Source: an optimization exercise on an open RTL-to-GDS flow (aim: small area, a short achievable clock period and few clock cycles). Production flows keep margins and buffers that such runs may drop.
In this exercise RTL edits were held to simulation tests only and were not proved equivalent to the original.

**flow/design.v**
```verilog
`default_nettype none
package mold_proto_pkg;
	localparam int unsigned HDR_BYTES = 20;
	localparam int unsigned LEN_BYTES = 2;
	localparam logic [15:0] EOS_MSG_CNT = 16'hFFFF;
	typedef logic [79:0] sid_t;
	typedef logic [63:0] seq_t;
	typedef logic [15:0] msg_len_t;
endpackage
`default_nettype wire
`default_nettype none
package mold_stream_pkg;
	localparam int unsigned BEAT_BYTES = 8;
	typedef logic [3:0] byte_cnt_t;
	typedef struct packed {
		logic [BEAT_BYTES*8-1:0] data;
		logic [BEAT_BYTES-1:0]   keep;
		logic                    last;
	} axis_beat_t;
	typedef struct packed {
		logic [BEAT_BYTES*8-1:0] data;
		logic [BEAT_BYTES-1:0]   mask;
		logic                    start;
		logic                    last;
		logic [79:0]             sid;
		logic [63:0]             seq;
	} msg_beat_t;
endpackage
`default_nettype wire
`default_nettype none
`timescale 1ns/1ps
module mold_skid_buffer #(
	parameter int WIDTH = 1
) (
	input  logic     clk,
	input  logic     nreset,
	input  logic     in_v_i,
	input  logic [WIDTH-1:0] in_data_i,
	output logic     in_ready_o,
	output logic     out_v_o,
	output logic [WIDTH-1:0] out_data_o,
	input  logic     out_ready_i
);
	logic     out_v_q;
	logic     skid_v_q;
	logic [WIDTH-1:0] out_q;
	logic [WIDTH-1:0] skid_q;
	logic     out_free;
	assign out_free = out_ready_i | ~out_v_q;
	assign in_ready_o = ~skid_v_q;
	always_ff @(posedge clk) begin
		if (~nreset) begin
			out_v_q  <= 1'b0;
			skid_v_q <= 1'b0;
		end else if (out_free) begin
			out_v_q  <= skid_v_q | in_v_i;
			skid_v_q <= 1'b0;
		end else if (in_v_i & in_ready_o) begin
			skid_v_q <= 1'b1;
		end
	end
	always_ff @(posedge clk) begin
		if (out_free) begin
			out_q <= skid_v_q ? skid_q : in_data_i;
		end
		if (~out_free & in_v_i & in_ready_o) begin
			skid_q <= in_data_i;
		end
	end
	assign out_v_o    = out_v_q;
	assign out_data_o = out_q;
endmodule
`default_nettype wire
`default_nettype none
`timescale 1ns/1ps
module mold_byte_buffer #(
	parameter int BUF_BYTES = 16
) (
	input  logic                                      clk,
	input  logic                                      nreset,
	input  logic                                      beat_v_i,
	input  mold_stream_pkg::axis_beat_t               beat_i,
	output logic                                      beat_ready_o,
	output logic [mold_stream_pkg::BEAT_BYTES-1:0][7:0] win_data_o,
	output mold_stream_pkg::byte_cnt_t                win_cnt_o,
	output logic                                      win_eop_o,
	input  mold_stream_pkg::byte_cnt_t                pop_i,
	input  logic                                      flush_i
);
	localparam int CW = $clog2(BUF_BYTES + 1);
	localparam int BB = mold_stream_pkg::BEAT_BYTES;
	logic [BUF_BYTES-1:0][7:0] buf_q;
	logic [BUF_BYTES-1:0][7:0] buf_d;
	logic [BUF_BYTES-1:0] eop_q;
	logic [BUF_BYTES-1:0] eop_d;
	logic [CW-1:0]        cnt_q;
	logic [CW-1:0]        kept_cnt;
	mold_stream_pkg::byte_cnt_t beat_cnt;
	mold_stream_pkg::byte_cnt_t drop;
	logic                 accept;
	always_comb begin
		win_eop_o = 1'b0;
		win_cnt_o = (cnt_q >= CW'(BB)) ? mold_stream_pkg::byte_cnt_t'(BB)
			: mold_stream_pkg::byte_cnt_t'(cnt_q);
		for (int i = 0; i < BB; i++) begin
			win_data_o[i] = buf_q[i];
			if (~win_eop_o && CW'(i) < cnt_q && eop_q[i]) begin
				win_eop_o = 1'b1;
				win_cnt_o = mold_stream_pkg::byte_cnt_t'(i + 1);
			end
		end
	end
	always_comb begin
		beat_cnt = '0;
		for (int i = 0; i < BB; i++) begin
			beat_cnt = beat_cnt + mold_stream_pkg::byte_cnt_t'(beat_i.keep[i]);
		end
	end
	assign drop     = flush_i ? win_cnt_o : pop_i;
	assign kept_cnt = cnt_q - CW'(drop);
	assign beat_ready_o = kept_cnt <= CW'(BUF_BYTES - BB);
	assign accept       = beat_v_i & beat_ready_o;
	always_comb begin
		int src;
		int lane;
		for (int j = 0; j < BUF_BYTES; j++) begin
			buf_d[j] = buf_q[j];
			eop_d[j] = eop_q[j];
			src      = j + int'(drop);
			lane     = j - int'(kept_cnt);
			if (src < BUF_BYTES) begin
				buf_d[j] = buf_q[src];
				eop_d[j] = eop_q[src];
			end
			if (accept && lane >= 0 && lane < int'(beat_cnt)) begin
				buf_d[j] = beat_i.data[8*lane +: 8];
				eop_d[j] = beat_i.last && (lane == int'(beat_cnt) - 1);
			end
		end
	end
	always_ff @(posedge clk) begin
		if (~nreset) begin
			cnt_q <= '0;
		end else begin
			cnt_q <= kept_cnt + (accept ? CW'(beat_cnt) : CW'(0));
		end
	end
	always_ff @(posedge clk) begin
		buf_q <= buf_d;
		eop_q <= eop_d;
	end
endmodule
`default_nettype wire
`default_nettype none
`timescale 1ns/1ps
module mold_frame_parser (
	input  logic                                        clk,
	input  logic                                        nreset,
	input  logic [mold_stream_pkg::BEAT_BYTES-1:0][7:0] win_data_i,
	input  mold_stream_pkg::byte_cnt_t                  win_cnt_i,
	input  logic                                        win_eop_i,
	output mold_stream_pkg::byte_cnt_t                  pop_o,
	output logic                                        flush_o,
	output logic                                        msg_v_o,
	output mold_stream_pkg::msg_beat_t                  msg_o,
	input  logic                                        msg_ready_i,
	output logic                                        eos_v_o
);
	localparam int HB      = mold_proto_pkg::HDR_BYTES;
	localparam int BB      = mold_stream_pkg::BEAT_BYTES;
	localparam int HCW     = $clog2(HB + 1);
	localparam int SEQ_OFS = 10;  
	localparam int CNT_OFS = SEQ_OFS + 8;  
	typedef enum logic [1:0] {S_HDR, S_LEN, S_BODY, S_DRAIN} state_t;
	state_t                     state_q, state_d;
	logic [HCW-1:0]             hdr_cnt_q, hdr_left;
	logic [0:HB-1][7:0]         hdr_q, hdr_d;
	mold_proto_pkg::seq_t       seq_q;
	mold_proto_pkg::msg_len_t   cnt_q, hdr_msg_cnt, len_val, rem_q;
	logic                       len_got_q;
	logic [7:0]                 len_hi_q;
	logic                       first_q, eos_q;
	mold_stream_pkg::byte_cnt_t hdr_take, len_take, need;
	logic hdr_done, hdr_eos, len_done, fire, body_last, msg_done, pkt_done, eop_pop;
	assign hdr_left = HCW'(HB) - hdr_cnt_q;
	assign hdr_take = ({1'b0, win_cnt_i} < hdr_left) ? win_cnt_i
		: mold_stream_pkg::byte_cnt_t'(hdr_left);
	always_comb begin
		hdr_d = hdr_q;
		for (int j = 0; j < HB; j++) begin
			for (int i = 0; i < BB; i++) begin
				if (i < int'(hdr_take) && int'(hdr_cnt_q) + i == j) begin
					hdr_d[j] = win_data_i[i];
				end
			end
		end
	end
	assign hdr_done    = (state_q == S_HDR) && (hdr_cnt_q + HCW'(hdr_take) == HCW'(HB));
	assign hdr_msg_cnt = {hdr_d[CNT_OFS], hdr_d[CNT_OFS+1]};
	assign hdr_eos     = hdr_msg_cnt == mold_proto_pkg::EOS_MSG_CNT;
	assign len_take = len_got_q ? ((win_cnt_i != '0) ? 4'd1 : 4'd0)
		: ((win_cnt_i >= 4'd2) ? 4'd2 : win_cnt_i);
	assign len_done = (state_q == S_LEN) && (len_got_q ? (win_cnt_i != '0)
		: (win_cnt_i >= mold_stream_pkg::byte_cnt_t'(mold_proto_pkg::LEN_BYTES)));
	assign len_val  = len_got_q ? {len_hi_q, win_data_i[0]} : {win_data_i[0], win_data_i[1]};
	assign need = (rem_q >= mold_proto_pkg::msg_len_t'(BB))
		? mold_stream_pkg::byte_cnt_t'(BB) : mold_stream_pkg::byte_cnt_t'(rem_q);
	assign body_last = rem_q <= mold_proto_pkg::msg_len_t'(BB);
	assign msg_v_o   = (state_q == S_BODY) && (win_cnt_i >= need);
	assign fire      = msg_v_o & msg_ready_i;
	assign msg_done = (len_done && len_val == '0) || (fire && body_last);
	assign pkt_done = (hdr_done && (hdr_msg_cnt == '0 || hdr_eos)) || (msg_done && cnt_q == 16'd1);
	always_comb begin
		case (state_q)
			S_HDR:   pop_o = hdr_take;
			S_LEN:   pop_o = len_take;
			S_BODY:  pop_o = fire ? need : 4'd0;
			default: pop_o = 4'd0;
		endcase
	end
	assign flush_o = state_q == S_DRAIN;
	assign eop_pop = win_eop_i && (pop_o == win_cnt_i) && (pop_o != '0);
	always_comb begin
		state_d = state_q;
		if (pkt_done) begin
			state_d = eop_pop ? S_HDR : S_DRAIN;
		end else if (hdr_done) begin
			state_d = S_LEN;
		end else if (len_done && len_val != '0) begin
			state_d = S_BODY;
		end else if (fire && body_last) begin
			state_d = S_LEN;
		end else if (state_q == S_DRAIN && win_eop_i) begin
			state_d = S_HDR;
		end
	end
	always_ff @(posedge clk) begin
		if (~nreset) begin
			state_q   <= S_HDR;
			hdr_cnt_q <= '0;
			len_got_q <= 1'b0;
			first_q   <= 1'b0;
			eos_q     <= 1'b0;
		end else begin
			state_q   <= state_d;
			eos_q     <= hdr_done & hdr_eos;
			if (hdr_done) begin
				hdr_cnt_q <= '0;
			end else if (state_q == S_HDR) begin
				hdr_cnt_q <= hdr_cnt_q + HCW'(hdr_take);
			end
			if (len_done) begin
				len_got_q <= 1'b0;
			end else if (state_q == S_LEN && win_cnt_i == 4'd1) begin
				len_got_q <= 1'b1;
			end
			if (len_done) begin
				first_q <= 1'b1;
			end else if (fire) begin
				first_q <= 1'b0;
			end
		end
	end
	always_ff @(posedge clk) begin
		if (state_q == S_HDR) begin
			hdr_q <= hdr_d;
		end
		if (state_q == S_LEN && ~len_got_q) begin
			len_hi_q <= win_data_i[0];
		end
		if (len_done) begin
			rem_q <= len_val;
		end else if (fire) begin
			rem_q <= rem_q - mold_proto_pkg::msg_len_t'(need);
		end
		if (hdr_done) begin
			seq_q <= hdr_d[SEQ_OFS:CNT_OFS-1];
			cnt_q <= hdr_msg_cnt;
		end else if (msg_done) begin
			seq_q <= seq_q + 64'd1;
			cnt_q <= cnt_q - 16'd1;
		end
	end
	always_comb begin
		logic lane_en;
		msg_o.start = first_q;
		msg_o.last  = body_last;
		msg_o.sid   = hdr_q[0:SEQ_OFS-1];
		msg_o.seq   = seq_q;
		for (int i = 0; i < BB; i++) begin
			lane_en              = i < int'(need);
			msg_o.mask[i]        = lane_en;
			msg_o.data[8*i +: 8] = lane_en ? win_data_i[i] : 8'h00;
		end
	end
	assign eos_v_o = eos_q;
endmodule
`default_nettype wire
`default_nettype none
`timescale 1ns/1ps
module mold_parser #(
	parameter int BUF_BYTES = 16
) (
	input  logic                                  clk,
	input  logic                                  nreset,
	input  logic                                  axis_tvalid_i,
	input  logic [mold_stream_pkg::BEAT_BYTES*8-1:0] axis_tdata_i,
	input  logic [mold_stream_pkg::BEAT_BYTES-1:0]   axis_tkeep_i,
	input  logic                                  axis_tlast_i,
	output logic                                  axis_tready_o,
	output logic                                  mold_msg_v_o,
	output mold_stream_pkg::msg_beat_t            mold_msg_o,
	input  logic                                  mold_msg_ready_i,
	output logic                                  eos_v_o
);
	mold_stream_pkg::axis_beat_t in_beat;
	mold_stream_pkg::axis_beat_t ing_beat;
	logic                        ing_v;
	logic                        ing_ready;
	logic [mold_stream_pkg::BEAT_BYTES-1:0][7:0] win_data;
	mold_stream_pkg::byte_cnt_t  win_cnt;
	mold_stream_pkg::byte_cnt_t  pop;
	logic                        win_eop;
	logic                        flush;
	mold_stream_pkg::msg_beat_t  msg;
	logic                        msg_v;
	logic                        msg_ready;
	assign in_beat = {axis_tdata_i, axis_tkeep_i, axis_tlast_i};
	mold_skid_buffer #(.WIDTH($bits(in_beat))) u_ingress (
		.clk        (clk),
		.nreset     (nreset),
		.in_v_i     (axis_tvalid_i),
		.in_data_i  (in_beat),
		.in_ready_o (axis_tready_o),
		.out_v_o    (ing_v),
		.out_data_o (ing_beat),
		.out_ready_i(ing_ready)
	);
	mold_byte_buffer #(.BUF_BYTES(BUF_BYTES)) u_byte_buffer (
		.clk         (clk),
		.nreset      (nreset),
		.beat_v_i    (ing_v),
		.beat_i      (ing_beat),
		.beat_ready_o(ing_ready),
		.win_data_o  (win_data),
		.win_cnt_o   (win_cnt),
		.win_eop_o   (win_eop),
		.pop_i       (pop),
		.flush_i     (flush)
	);
	mold_frame_parser u_frame_parser (
		.clk        (clk),
		.nreset     (nreset),
		.win_data_i (win_data),
		.win_cnt_i  (win_cnt),
		.win_eop_i  (win_eop),
		.pop_o      (pop),
		.flush_o    (flush),
		.msg_v_o    (msg_v),
		.msg_o      (msg),
		.msg_ready_i(msg_ready),
		.eos_v_o    (eos_v_o)
	);
	mold_skid_buffer #(.WIDTH($bits(msg))) u_egress (
		.clk        (clk),
		.nreset     (nreset),
		.in_v_i     (msg_v),
		.in_data_i  (msg),
		.in_ready_o (msg_ready),
		.out_v_o    (mold_msg_v_o),
		.out_data_o (mold_msg_o),
		.out_ready_i(mold_msg_ready_i)
	);
endmodule
`default_nettype wire
```
**flow/run.sh**
```bash
#!/bin/bash
# synth_recipe.tcl (not shown) runs the flow's synth.tcl, then flattens the netlist and writes it again
# the make line also repeats each setting of config.mk as NAME=value (left out here)
make -C /OpenROAD-flow-scripts/flow DESIGN_CONFIG=/design/flow/config.mk WORK_HOME=/design/flow/orfs CLKGATE_MAP_FILE= SYNTH_SCRIPT=/design/flow/synth_recipe.tcl finish
```
**flow/config.mk**
```make
export PLATFORM = sky130hd
export DESIGN_NAME = mold_parser
export DESIGN_NICKNAME = mold_parser
export VERILOG_FILES = /design/flow/design.v
export SDC_FILE = /design/flow/constraint.sdc
export NUM_CORES = 4
export LEC_CHECK = 0
export CAP_MARGIN = 20
export CORE_MARGIN = 2
export CORE_UTILIZATION = 40
export SLEW_MARGIN = 20
```
**flow/constraint.sdc**
```tcl
create_clock -name core_clock -period 8.5 [get_ports {clk}]
set_input_delay 1.7000 -clock core_clock [delete_from_list [all_inputs] [get_ports {clk}]]
set_output_delay 1.7000 -clock core_clock [all_outputs]
set_load 0.01 [all_outputs]
```
==> notes.md <==
-- placed cells by master (no fill, tap or decap), types with 17 or more instances in the layout --
cell and n:
inv_1 92, clkbuf_16 111, a311oi_1 43, nand2_1 583
mux2_2 345, nor2_1 524, a221oi_1 51, mux2i_1 408
a211o_1 40, clkdlybuf4s50_1 297, a211oi_1 151, nand2b_1 28
clkinv_2 24, dfxtp_1 17, xor2_1 51, nor3_1 78
o31ai_1 35, ha_1 79, o21ai_1 29, mux4_2 64
a21o_1 70, a22oi_1 25, a31oi_1 35, buf_4 191
xnor2_1 87, o22ai_1 121, o211ai_1 99, o21ai_0 296
or2_2 17, and2_1 83, nand4_1 43, nor4_1 28
o22a_1 19, nand3_1 149, a21oi_1 406, edfxtp_1 990
and3_1 60, clkinv_1 32
-- registers in the layout, indices dropped and copies added, names as in the netlist, 5 cells and up --
| name | flops |
|---|---|
| u_frame_parser.hdr_cnt_q | 5 |
| u_ingress.out_q | 73 |
| u_frame_parser.hdr_q | 160 |
| u_byte_buffer.eop_q | 16 |
| u_egress.out_q | 218 |
| u_frame_parser.cnt_q | 16 |
| u_frame_parser.seq_q | 64 |
| u_frame_parser.rem_q | 16 |
| u_frame_parser.len_hi_q | 8 |
| u_byte_buffer.cnt_q | 5 |
| u_ingress.skid_q | 73 |
| u_egress.skid_q | 218 |
| u_byte_buffer.buf_q | 128 |
-- final timing paths --
path,startpoint,to,slack [ns],depth (start not counted)
worst min register to register,u_frame_parser.hdr_q[129],u_egress.skid_q[113],0.45,0
worst max-delay path,u_byte_buffer.cnt_q[1],u_byte_buffer.buf_q[68],0.48,31
worst min-delay path,u_frame_parser.hdr_q[129],u_egress.skid_q[113],0.45,0
worst max register to register,u_byte_buffer.cnt_q[1],u_byte_buffer.buf_q[68],0.48,31
-- cells by family after synthesis --
logic type | after synthesis | share of synthesized area
simple gates | 1718 | 0.125
buf+inv | 603 | 0.0377
xor+xnor | 145 | 0.0216
compound gates | 1609 | 0.168
flops | 1009 | 0.479
other cells | 1 | 0.0000597
fa+ha+maj | 90 | 0.0186
mux | 817 | 0.150
-- synth_stat cells (61+ instances only) --
library cell,n
a21oi_1,410
o211ai_1,99
nor2_1,532
nand3_1,149
and3_1,61
clkbuf_1,399
xnor2_1,87
mux2_2,345
edfxtp_1,990
nor3_1,79
o22ai_1,121
o21ai_0,300
and2_1,83
mux4_2,64
mux2i_1,408
a211oi_1,154
nand2_1,585
a21o_1,70
inv_1,95
ha_1,83
-- worst max-delay path, delay by kind of cell, from the launching register on --
kind / cells / cell delay (ns)
AOI/OAI and AO/OA: 11 / 2.51
and+or+nand+nor: 7 / 2.17
buffers and inverters: 6 / 0.78
DFF: 1 / 0.44
xor gates and xnor gates: 2 / 0.49
adders and majority gates: 5 / 1.27
-- stage by stage --
step	setup TNS [ns]	setup slack [ns]
after floorplan	-1061.01	-4.87
after global placement	0	0.674
after detailed placement	0	0.563
after CTS	0	0.520
after global routing	0	0.0381
final	0	0.477
-- area by class of cell --
| cell class | instances | area (sq um) | share of cell area |
|---|---|---|---|
| sequential | 1009 | 30100 | 0.418 |
| tap | 2058 | 2570 | 0.0358 |
| clock inverter | 83 | 835 | 0.0116 |
| inverter | 108 | 412 | 0.00572 |
| multi-input combinational | 4380 | 30700 | 0.426 |
| timing repair buffer | 494 | 4510 | 0.0626 |
| antenna | 15 | 37.5 | 0.000521 |
| clock buffer | 126 | 2840 | 0.0395 |
-- per-layer routing --
metal | share of wire | track usage | up-vias | routed length [um]
met3 | 0.12 | 0.0803 | 840 | 29200
met2 | 0.41 | 0.423 | 3535 | 101000
met5 | 0.00032 | 0.00208 | - | 79
met1 | 0.41 | 0.409 | 25200 | 100000
li1 | - | - | 23000 | -
met4 | 0.062 | 0.150 | 7 | 15300
==> metrics.csv <==
stage;metric;value;unit
global_route;gr ovfl total;0;
placement;DP Cell Count;8047;
sta;RSZ-0062 raised after global routing;no;
floorplan;I/O pin total;298;
sta;worst rel slew slack;0.257;
sta;final number of max-transition violations;0;
floorplan;FP Rows;145;
finish;final std cells w/o fill;8273;
sta;Max Fclk;125;MHz
clocking;clk sink count;1009;
floorplan;Core ar.;156000;sq um
logic_synthesis;synthesized instance count;5992;
sta;Slew @ Worst Pin;1.08;ns
run_status;status;complete, no violations;
clocking;Setup Buffers After CTS;0;
sta;Tmin final;8.02;ns
finish;share of layout cells above drive strength 1;0.145;
logic_synthesis;fraction of registers with async set/reset;0;
logic_synthesis;Synth Cell Area;62800;sq um
floorplan;Die H;400;um
logic_synthesis;Yosys cell types;104;
clocking;CTS tree;done;
worst_setup_path;Worst EP arrival;8.48;ns
worst_setup_path;slowest cell delay on critical path;0.63;ns
logic_synthesis;area share of the largest cell type after synthesis;0.473;
placement;Cell Area, Placed;68300;sq um
clocking;CTS root buf;clkbuf_16;
floorplan;Initial Util;0.402;
logic_synthesis;largest area contributor in the netlist;edfxtp_1;
detailed_routing;DRT antenna net count;0;
clocking;H-tree levels;3;
flow_run;maxcap violations;0;
worst_hold_path;class of the worst hold path;reg -> reg;
placement;I/O Buffers;297;
finish;final core utilization;0.461;
global_route;largest net degree at the start of global routing;121;
logic_synthesis;Synth Warn #;4;
logic_synthesis;Most used DFF post-synth;edfxtp_1;
clocking;clk buf depth;3;
finish;# fillers;14300;
logic_synthesis;EDFF count, synth;990;
detailed_routing;Wirelength per Cell;29.7;um
global_route;All-Layer GR Usage;0.295;
clocking;Num CTS Buffers;111;
detailed_routing;Iter 0 DRT Violations;7853;
clocking;PostCTS Resize Cnt;0;
clocking;clock latency on the worst-skew pair;0.78;ns
worst_setup_path;Critical Path Source Type;flop;
floorplan;Die Span X;400;um
global_route;initial antenna violation count;19;
finish;Final Cell Area;72000;sq um
sta;final hold violations;0;
placement;GPL Wtd Cong;1.00;
detailed_routing;DR vias;52700;
finish;Synth-to-Final Area Change;14.6;%
placement;DP HPWL;165;mm
logic_synthesis;Mean Syn Cell Area;10.5;sq um
sta;WHS;0.447;ns
global_route;vias in the first global route;48900;
worst_setup_path;CP max stage cell;or4_4;
logic_synthesis;Seq/Total Area, Yosys;0.479;
detailed_routing;Vias per Instance;6.37;
worst_setup_path;Crit. End Element;flop;
detailed_routing;DR pass1 iterations;10;
worst_setup_path;Critical Path Most Common Cell;ha_1;
sta;Tcrit/Tclk final;0.944;
logic_synthesis;Synth area leaders;edfxtp_1, mux2i_1, mux2_2;
sta;worst clock skew;0.0439;ns
clocking;# hold bufs at CTS;0;
worst_setup_path;required time of the critical path;8.96;ns
floorplan;total die area;160000;sq um
worst_setup_path;WS Path Type;reg -> reg;
finish;fin nets;6270;
logic_synthesis;register bit total from synthesis;1009;
detailed_routing;DRC;0;
logic_synthesis;Post-Syn Nets;6158;
global_route;first-pass GRT wire length;350;mm
worst_setup_path;critical path fanouts, max;13;
detailed_routing;Routed WL;246;mm
clocking;CTS clk-pin slew, worst paths;0.06;ns
sta;Setup Viol. Count Final;0;
Testbench counts, summed over its fixed seeds: cycles 83,901.

separate check: timing with driven ports:
Ports are ideal in the flow. The routed layout listed here was re-timed in OpenROAD. Step 1, drivers: a clkbuf_16 drives clk and a buf_2 each remaining input, both assumed. Step 2, shift: input delay + t, output delay - t, t = (earliest + latest rising clock arrival at the registers) / 2. This alone moves slack from input paths to output paths. Three values: ideal ports, drivers, drivers and shift; two values: the first two.
t (ns): 0.842
setup slack, ns: 0.477 / 0.477 / 0.477
hold slack, ns: 0.447 / 0.447 / 0.447
pins driven straight from the clock port: 1
After both steps setup and hold are still met in this run. The setup slack of this run moves by 0.000 ns with the drivers and by 0.000 ns with both steps.
